Context: an optimization exercise on an open-source flow, tuned for small area, a short achievable clock period and few clock cycles per item. The choices shown serve that exercise and are no tape-out recipe.
The RTL was checked by simulation tests, not by an equivalence proof against the original design.

==> amber <==
==> flow/design.v (excerpt) <==
module up_sampler #(
    parameter int unsigned IN_W = 400,
    parameter int unsigned IN_H = 300,
    parameter int unsigned DW   = up_sampler_pkg::DW_DEF
) (
    input  logic          clk,
    input  logic          rst,
    output logic          rd_en,
    input  logic          din_valid,
    input  logic [DW-1:0] din,
    output logic          dout_valid,
    input  logic          dout_ready,
    output logic [DW-1:0] dout,
    output logic          sof,
    output logic          eol,
    output logic          frame_done
);
    localparam int unsigned D   = up_sampler_pkg::TAP_D;
    localparam int unsigned K   = IN_W / D;
    localparam int unsigned TW  = $clog2(K);
    localparam int unsigned OW  = $clog2(D);
    localparam int unsigned CW  = $clog2(IN_W + 1);
    localparam int unsigned LW  = $clog2(IN_H);
    logic [TW-1:0] rj, wj;
    logic [OW-1:0] ro, wo;
    logic          ralign, walign;      
    logic [CW-1:0] rc;                  
    logic          rlast;               
    logic          rcopy;               
    logic [LW-1:0] rline;
    logic          rline_last;          
    logic          rsof;                
    logic [CW-1:0] wc;                  
    logic          wc_open;             
    logic          lead_pos, lead_neg;  
    logic          rd_ok, wr_ok;        
    logic rd_go, wr_go, t01, t10;
    logic [DW-1:0] ring_q;
    logic [DW+2:0] pq;
    logic          pv;
    logic [DW-1:0] iq0, iq1;
    logic [1:0]    icnt;
    logic          rd_en_q, req1;
    logic          hv, hph, heol, hlast;
    logic [DW-1:0] hd;
    logic          sof_q, eol_q, fd_q;
    logic take, adv;
    assign rd_go = ralign & ~pv & rd_ok;
    assign wr_go = walign & (icnt != 2'd0) & wr_ok;
    assign t01   = rd_go & rlast & ~rcopy;
    assign t10   = rd_go & rlast & rcopy;
    up_line_buf #(
        .N (IN_W),
  ...
Settings: LEC_CHECK=0, ABC_AREA=1, ABC_CLOCK_PERIOD_IN_PS=2000, CAP_MARGIN=20, CORE_MARGIN=2, CORE_UTILIZATION=60, CTS_CLUSTER_DIAMETER=100, CTS_CLUSTER_SIZE=25, PLACE_DENSITY=0.75, SETUP_SLACK_MARGIN=2.7, SLEW_MARGIN=20; clock period 5.0 ns.
run.sh (not shown) runs the stock make flow with config.mk's settings and CLKGATE_MAP_FILE= SYNTH_SCRIPT=/design/flow/synth_recipe.tcl, a recipe that flattens the netlist after the stock synthesis.
==> harbor (differences from amber) <==
==> flow/design.v (replaced) <==
package up_sampler_pkg;
    localparam int unsigned DW_DEF = 8;
    localparam int unsigned TAP_D  = 25;
    localparam int unsigned STRIDE = TAP_D + 2;
endpackage
module up_line_buf #(
    parameter int unsigned N  = 400,
    parameter int unsigned D  = 25,
    parameter int unsigned DW = 8,
    parameter int unsigned K  = N / D,
    parameter int unsigned TW = (K > 1) ? $clog2(K) : 1
) (
    input  logic          clk,
    input  logic          we,
    input  logic [TW-1:0] wtap,
    input  logic [DW-1:0] wdata,
    input  logic [TW-1:0] rtap,
    output logic [DW-1:0] rdata
);
    logic [N-1:0][DW-1:0] r;
    logic [K-1:0][DW-1:0] tap_q;
    for (genvar i = 0; i < N; i++) begin : g_st
        if (i % D == 0) begin : g_tap
            always_ff @(posedge clk)
                r[i] <= (we && wtap == TW'(i / D)) ? wdata : r[(i + N - 1) % N];
        end else begin : g_pass
            always_ff @(posedge clk)
                r[i] <= r[i - 1];
        end
    end
    for (genvar j = 0; j < K; j++) begin : g_rt
        assign tap_q[j] = r[(j * D + N - 1) % N];
    end
    assign rdata = tap_q[rtap];
endmodule
module up_sampler #(
    parameter int unsigned IN_W = 400,
    parameter int unsigned IN_H = 300,
    parameter int unsigned DW   = up_sampler_pkg::DW_DEF
) (
    input  logic          clk,
    input  logic          rst,
    output logic          rd_en,
    input  logic          din_valid,
    input  logic [DW-1:0] din,
    output logic          dout_valid,
    input  logic          dout_ready,
    output logic [DW-1:0] dout,
    output logic          sof,
    output logic          eol,
    output logic          frame_done
);
    localparam int unsigned D   = up_sampler_pkg::TAP_D;
    localparam int unsigned K   = IN_W / D;
    localparam int unsigned TW  = $clog2(K);
    localparam int unsigned OW  = $clog2(D);
    localparam int unsigned CW  = $clog2(IN_W + 1);
    localparam int unsigned LW  = $clog2(IN_H);
    localparam int unsigned IQ  = 2;       
    localparam int unsigned PQ  = 1;       
    localparam int unsigned IPW = (IQ > 1) ? $clog2(IQ) : 1;
    localparam int unsigned PPW = (PQ > 1) ? $clog2(PQ) : 1;
    localparam int unsigned PW  = DW + 3;  
    logic [TW-1:0] rj, wj;
    logic [OW-1:0] ro, wo;
    logic          ralign, walign;      
    logic [CW-1:0] rc;                  
    logic          rlast;               
    logic          rcopy;               
    logic [LW-1:0] rline;
    logic          rline_last;          
    logic [CW-1:0] wc;                  
    logic          wc_open;             
    logic [CW:0]   wr_lead;                
    logic rd_go, wr_go, t01, t10;
    logic [DW-1:0] ring_q;
    logic [PW-1:0]  pq [PQ];
    logic [PPW-1:0] pq_rp, pq_wp;
    logic [PPW:0]   pcnt;
    logic [DW-1:0]  iq [IQ];
    logic [IPW-1:0] iq_rp, iq_wp;
    logic [IPW:0]   icnt;
    logic [DW-1:0]  din_q;
    logic           dv_q;
    logic           rd_en_q, req1, req2;
    logic          hv, hph, heol, hlast;
    logic [DW-1:0] hd;
    logic          sof_q, eol_q, fd_q;
    logic pop, take, adv;
    assign rd_go = ralign && (pcnt != PQ) && (rcopy || (!wr_lead[CW] && wr_lead != '0));
    assign wr_go = walign && (icnt != '0) && (rcopy ? wr_lead[CW] : wc_open);
    assign t01   = rd_go && rlast && !rcopy;
    assign t10   = rd_go && rlast && rcopy;
    up_line_buf #(
        .N (IN_W),
        .D (D),
        .DW(DW),
        .K (K),
        .TW(TW)
    ) u_line_buf (
        .clk  (clk),
        .we   (wr_go),
        .wtap (wj),
        .wdata(iq[iq_rp]),
        .rtap (rj),
        .rdata(ring_q)
    );
    assign adv  = hv & dout_ready & ~hph;
    assign take = ~hv | (dout_ready & hph);
    assign pop  = take & (pcnt != '0);
    logic [PW-1:0] pq_head;
    assign pq_head = pq[pq_rp];
    always_ff @(posedge clk) begin
        if (rst) begin
            rj <= '0; ro <= '0; ralign <= 1'b1;
            wj <= '0; wo <= '0; walign <= 1'b1;
            rc <= '0; rlast <= 1'b0; rcopy <= 1'b0;
            rline <= '0; rline_last <= 1'b0;
            wc <= '0; wc_open <= 1'b1; wr_lead <= '0;
            pq_rp <= '0; pq_wp <= '0; pcnt <= '0;
            iq_rp <= '0; iq_wp <= '0; icnt <= '0;
            dv_q <= 1'b0; rd_en_q <= 1'b0; req1 <= 1'b0; req2 <= 1'b0;
            hv <= 1'b0; hph <= 1'b0; heol <= 1'b0; hlast <= 1'b0;
            sof_q <= 1'b0; eol_q <= 1'b0; fd_q <= 1'b0;
        end else begin
            if (rd_go) begin
                rj <= rj - TW'(2);
                ro <= OW'(D - 1);
                ralign <= 1'b0;
            end else begin
                ralign <= (ro == OW'(D - 1));
                if (ro == OW'(D - 1)) begin
                    rj <= rj + TW'(1);
                    ro <= '0;
                end else begin
                    ro <= ro + OW'(1);
                end
            end
            if (rd_go) begin
                rc    <= rlast ? '0 : rc + CW'(1);
                rlast <= !rlast && (rc == CW'(IN_W - 2));
                if (rlast) begin
                    rcopy <= ~rcopy;
                    if (rcopy) begin
                        rline      <= rline_last ? '0 : rline + LW'(1);
                        rline_last <= !rline_last && (rline == LW'(IN_H - 2));
                    end
                end
            end
            if (t01) begin
                wc <= '0;
                wc_open <= 1'b1;
                wj <= rj - TW'(2);
                wo <= OW'(D - 1);
                walign <= 1'b0;
            end else if (wr_go) begin
                wc <= wc + CW'(1);
                wc_open <= (wc != CW'(IN_W - 1));
                wj <= wj - TW'(2);
                wo <= OW'(D - 1);
                walign <= 1'b0;
            end else begin
                walign <= (wo == OW'(D - 1));
                if (wo == OW'(D - 1)) begin
                    wj <= wj + TW'(1);
                    wo <= '0;
                end else begin
                    wo <= wo + OW'(1);
                end
            end
            if (t01)      wr_lead <= '0;
            else if (t10) wr_lead <= {1'b0, wc} + (wr_go ? 1'b1 : 1'b0);
            else if (wr_go && !rd_go) wr_lead <= wr_lead + 1'b1;
            else if (rd_go && !wr_go) wr_lead <= wr_lead - 1'b1;
            if (rd_go) pq_wp <= (pq_wp == PPW'(PQ - 1)) ? '0 : pq_wp + 1'b1;
            if (pop)   pq_rp <= (pq_rp == PPW'(PQ - 1)) ? '0 : pq_rp + 1'b1;
            pcnt <= pcnt + (rd_go ? 1'b1 : 1'b0) - (pop ? 1'b1 : 1'b0);
            dv_q <= din_valid;
            if (dv_q)  iq_wp <= (iq_wp == IPW'(IQ - 1)) ? '0 : iq_wp + 1'b1;
            if (wr_go) iq_rp <= (iq_rp == IPW'(IQ - 1)) ? '0 : iq_rp + 1'b1;
            icnt <= icnt + (dv_q ? 1'b1 : 1'b0) - (wr_go ? 1'b1 : 1'b0);
            req1 <= rd_en_q;
            req2 <= req1;
            rd_en_q <= ({1'b0, icnt} + (req2 ? 1'b1 : 1'b0) + (req1 ? 1'b1 : 1'b0)
                        + (rd_en_q ? 1'b1 : 1'b0) - (wr_go ? 1'b1 : 1'b0)) < IQ;
            fd_q <= hv & dout_ready & hph & hlast;
            if (adv) begin
                hph   <= 1'b1;
                sof_q <= 1'b0;
                eol_q <= heol;
            end else if (take) begin
                hv    <= pcnt != '0;
                hph   <= 1'b0;
                eol_q <= 1'b0;
                sof_q <= pq_head[DW+2];
                heol  <= pq_head[DW+1];
                hlast <= pq_head[DW];
            end
        end
    end
    always_ff @(posedge clk) begin
        din_q <= din;
        if (take && pcnt != '0) hd <= pq_head[DW-1:0];
        if (rd_go)
            pq[pq_wp] <= {(rline == '0) && !rcopy && (rc == '0), rlast,
                          rcopy && rlast && rline_last, ring_q};
        if (dv_q) iq[iq_wp] <= din_q;
    end
    assign rd_en      = rd_en_q;
    assign dout_valid = hv;
    assign dout       = hd;
    assign sof        = sof_q;
    assign eol        = eol_q;
    assign frame_done = fd_q;
endmodule
- ABC_AREA: 1 -> default
- ABC_CLOCK_PERIOD_IN_PS: 2000 -> default
- CORE_UTILIZATION: 60 -> 40
- CTS_CLUSTER_SIZE: 25 -> 30
- PLACE_DENSITY: 0.75 -> default
- SETUP_SLACK_MARGIN: 2.7 -> default
==> tundra (differences from amber) <==
--- a/flow/design.v
+++ b/flow/design.v
@@ -62,25 +62,27 @@
     logic [CW-1:0] rc;                  
     logic          rlast;               
     logic          rcopy;               
     logic [LW-1:0] rline;
     logic          rline_last;          
     logic          rsof;                
     logic [CW-1:0] wc;                  
     logic          wc_open;             
+    logic [CW:0]   lead;                
     logic          lead_pos, lead_neg;  
     logic          rd_ok, wr_ok;        
     logic rd_go, wr_go, t01, t10;
     logic [DW-1:0] ring_q;
     logic [DW+2:0] pq;
     logic          pv;
-    logic [DW-1:0] iq0, iq1;
+    logic [DW-1:0] din_q, iq0, iq1;
+    logic          dv_q;
     logic [1:0]    icnt;
-    logic          rd_en_q, req1;
+    logic          rd_en_q, req1, req2;
     logic          hv, hph, heol, hlast;
     logic [DW-1:0] hd;
     logic          sof_q, eol_q, fd_q;
     logic take, adv;
     assign rd_go = ralign & ~pv & rd_ok;
     assign wr_go = walign & (icnt != 2'd0) & wr_ok;
     assign t01   = rd_go & rlast & ~rcopy;
     assign t10   = rd_go & rlast & rcopy;
@@ -96,18 +98,18 @@
         .wtap (wj),
         .wdata(iq0),
         .rtap (rj),
         .rdata(ring_q)
     );
     assign adv  = hv & dout_ready & ~hph;
     assign take = ~hv | (dout_ready & hph);
     logic lead_ge2, lead_lem2, pos_n, neg_n, rcopy_n, wc_open_n;
-    assign lead_ge2  = {1'b0, wc} >= {1'b0, rc} + (CW+1)'(2);
-    assign lead_lem2 = {1'b0, rc} >= {1'b0, wc} + (CW+1)'(2);
+    assign lead_ge2  = ~lead[CW] & (|lead[CW-1:1]);
+    assign lead_lem2 = lead[CW] & ~(&lead[CW-1:0]);
     always_comb begin
         if (t01) begin
             pos_n = 1'b0;
             neg_n = 1'b0;
         end else if (t10) begin
             pos_n = (wc != '0) | wr_go;
             neg_n = 1'b0;
         end else if (wr_go == rd_go) begin
@@ -124,21 +126,21 @@
         wc_open_n = t01 | (wr_go ? (wc != CW'(IN_W - 1)) : wc_open);
     end
     always_ff @(posedge clk) begin
         if (rst) begin
             rj <= '0; ro <= '0; ralign <= 1'b1;
             wj <= '0; wo <= '0; walign <= 1'b1;
             rc <= '0; rlast <= 1'b0; rcopy <= 1'b0;
             rline <= '0; rline_last <= 1'b0; rsof <= 1'b1;
-            wc <= '0; wc_open <= 1'b1;
+            wc <= '0; wc_open <= 1'b1; lead <= '0;
             lead_pos <= 1'b0; lead_neg <= 1'b0;
             rd_ok <= 1'b0; wr_ok <= 1'b1;
             pv <= 1'b0; icnt <= '0;
-            rd_en_q <= 1'b0; req1 <= 1'b0; hd <= '0;
+            dv_q <= 1'b0; rd_en_q <= 1'b0; req1 <= 1'b0; req2 <= 1'b0;
             hv <= 1'b0; hph <= 1'b0; heol <= 1'b0; hlast <= 1'b0;
             sof_q <= 1'b0; eol_q <= 1'b0; fd_q <= 1'b0;
         end else begin
             if (rd_go) begin
                 rj <= rj - TW'(2);
                 ro <= OW'(D - 1);
                 ralign <= 1'b0;
             end else begin
@@ -175,50 +177,57 @@
                 if (wo == OW'(D - 1)) begin
                     wj <= wj + TW'(1);
                     wo <= '0;
                 end else begin
                     wo <= wo + OW'(1);
                 end
             end
             wc_open <= wc_open_n;
+            if (t01)      lead <= '0;
+            else if (t10) lead <= {1'b0, wc} + (wr_go ? 1'b1 : 1'b0);
+            else if (wr_go && !rd_go) lead <= lead + 1'b1;
+            else if (rd_go && !wr_go) lead <= lead - 1'b1;
             lead_pos <= pos_n;
             lead_neg <= neg_n;
             rd_ok <= rcopy_n | pos_n;
             wr_ok <= rcopy_n ? neg_n : wc_open_n;
             pv <= rd_go | (pv & ~take);
-            icnt <= icnt + (din_valid ? 2'd1 : 2'd0) - (wr_go ? 2'd1 : 2'd0);
+            dv_q <= din_valid;
+            icnt <= icnt + (dv_q ? 2'd1 : 2'd0) - (wr_go ? 2'd1 : 2'd0);
             req1 <= rd_en_q;
-            rd_en_q <= ({1'b0, icnt} + (req1 ? 3'd1 : 3'd0)
+            req2 <= req1;
+            rd_en_q <= ({1'b0, icnt} + (req2 ? 3'd1 : 3'd0) + (req1 ? 3'd1 : 3'd0)
                         + (rd_en_q ? 3'd1 : 3'd0) - (wr_go ? 3'd1 : 3'd0)) < 3'd2;
             fd_q <= hv & dout_ready & hph & hlast;
-            if (take) hd <= pq[DW-1:0];
             if (adv) begin
                 hph   <= 1'b1;
                 sof_q <= 1'b0;
                 eol_q <= heol;
             end else if (take) begin
                 hv    <= pv;
                 hph   <= 1'b0;
                 eol_q <= 1'b0;
                 sof_q <= pq[DW+2];
                 heol  <= pq[DW+1];
                 hlast <= pq[DW];
             end
         end
     end
     always_ff @(posedge clk) begin
+        din_q <= din;
+        if (take) hd <= pq[DW-1:0];
         if (rd_go) pq <= {rsof, rlast, rcopy & rlast & rline_last, ring_q};
         if (wr_go) begin
-            iq0 <= (icnt == 2'd2) ? iq1 : din;
-            if (icnt == 2'd2) iq1 <= din;
+            iq0 <= (icnt == 2'd2) ? iq1 : din_q;
+            if (icnt == 2'd2) iq1 <= din_q;
         end else if (icnt == 2'd0) begin
-            iq0 <= din;
+            iq0 <= din_q;
         end else if (icnt == 2'd1) begin
-            iq1 <= din;
+            iq1 <= din_q;
         end
     end
     assign rd_en      = rd_en_q;
     assign dout_valid = hv;
     assign dout       = hd;
     assign sof        = sof_q;
     assign eol        = eol_q;
     assign frame_done = fd_q;
- ABC_AREA: 1 -> default
- CORE_UTILIZATION: 60 -> 55
- PLACE_DENSITY: 0.75 -> default
- SETUP_SLACK_MARGIN: 2.7 -> 3.0
==> flow_metrics.env <==
export IMPL_outcome="timing/DRC/antenna clean"
export IMPL_initial_core_util=0.6072
export IMPL_synth_nets=4365
export IMPL_drt_first_pass_iters=6
export IMPL_gp_congestion=0.7859
export IMPL_crit_start="hd[0]$_SDFFE_PP0P_"
export IMPL_clkLatencyLatePin_ns=0.77
export IMPL_num_fill_cells=7651
export IMPL_ir_drop_mv=0.4246
export IMPL_ys_ff_latch=3303
export IMPL_finalCritPeriodShare=0.4664
export IMPL_nNetsFinal=4517
export IMPL_drive_above_1_share=0.06888
export IMPL_dp_hpwl_um=62360
export IMPL_cts_resized=100
export IMPL_place_area_sq_mm=0.07384
export IMPL_p_clk_uw=13100
-- figures above: amber

==> flow_metrics.env <==
export IMPL_cts_resized=119
export IMPL_outcome="failed layout checks"
export IMPL_ant_nets=1
export IMPL_drive_above_1_share=0.1172
export IMPL_ir_drop_mv=0.3702
export IMPL_initial_core_util=0.5525
export IMPL_drt_first_pass_iters=5
export IMPL_num_fill_cells=9551
export IMPL_pwr_share_clk=0.301
export IMPL_gp_congestion=0.7515
export IMPL_crit_start="hd[1]$_DFFE_PP_"
export IMPL_p_clk_uw=13000
export IMPL_place_area_sq_mm=0.07477
export IMPL_clkLatencyLatePin_ns=0.80
export IMPL_ys_ff_latch=3323
export IMPL_so_violations="antenna violations"
export IMPL_nNetsFinal=4229
export IMPL_inverters=35
export IMPL_finalCritPeriodShare=0.5141
-- figures above: tundra

==> flow_metrics.env <==
export IMPL_outcome="timing/DRC/antenna clean"
export IMPL_gp_congestion=0.7714
export IMPL_finalCritPeriodShare=0.7756
export IMPL_ys_warn_count=2
export IMPL_num_fill_cells=15540
export IMPL_ys_ff_latch=3322
export IMPL_drt_first_pass_iters=5
export IMPL_initial_core_util=0.4031
export IMPL_drive_above_1_share=0.05022
export IMPL_nNetsFinal=4282
export IMPL_clkLatencyLatePin_ns=0.78
export IMPL_crit_start="rcopy$_SDFFE_PP0P_"
export IMPL_antenna_found_initial=8
export IMPL_yosysSeqAreaShare=0.9274
export IMPL_seq_share=0.8522
export IMPL_dp_hpwl_um=55730
export IMPL_ir_drop_mv=0.2993
export IMPL_cts_resized=0
-- figures above: harbor

Testbench counts of amber, summed over its fixed seeds: cycles 1,920,208, items 1,920,000.
Testbench counts of harbor, summed over its fixed seeds: cycles 1,920,208, items 1,920,000.
Testbench counts of tundra, summed over its fixed seeds: cycles 1,920,208, items 1,920,000.

[port drivers added, routing unchanged]
The results above use ideal ports. As a check the final layouts listed here were re-extracted and re-timed, cells and wires unchanged. Step 1: set_driving_cell puts a clkbuf_16 on clk and a buf_2 on each other input, an assumption about the parent block. Step 2 moves the port delays by t, midway between the first and last clock arrival at a register: inputs arrive t later, outputs are due t later. That takes back most of the time a late clock gives input paths. Slacks: ideal / step 1 / step 2; pairs: ideal / step 1.
run | t (ns) | slack for setup (ns) | hold slack, ns | worst setup path after step 2
amber | 0.826 | 2.668 / 2.591 / 2.335 | 0.305 / 0.305 / 0.305 | input to register
harbor | 0.825 | 1.122 / 1.122 / 1.122 | 0.309 / 0.309 / 0.309 | register to register
tundra | 0.852 | 2.429 / 2.360 / 2.293 | 0.311 / 0.311 / 0.311 | input to register
The setup slack of amber, which loses most, moves by -0.077 ns with the drivers and by -0.333 ns with both steps.
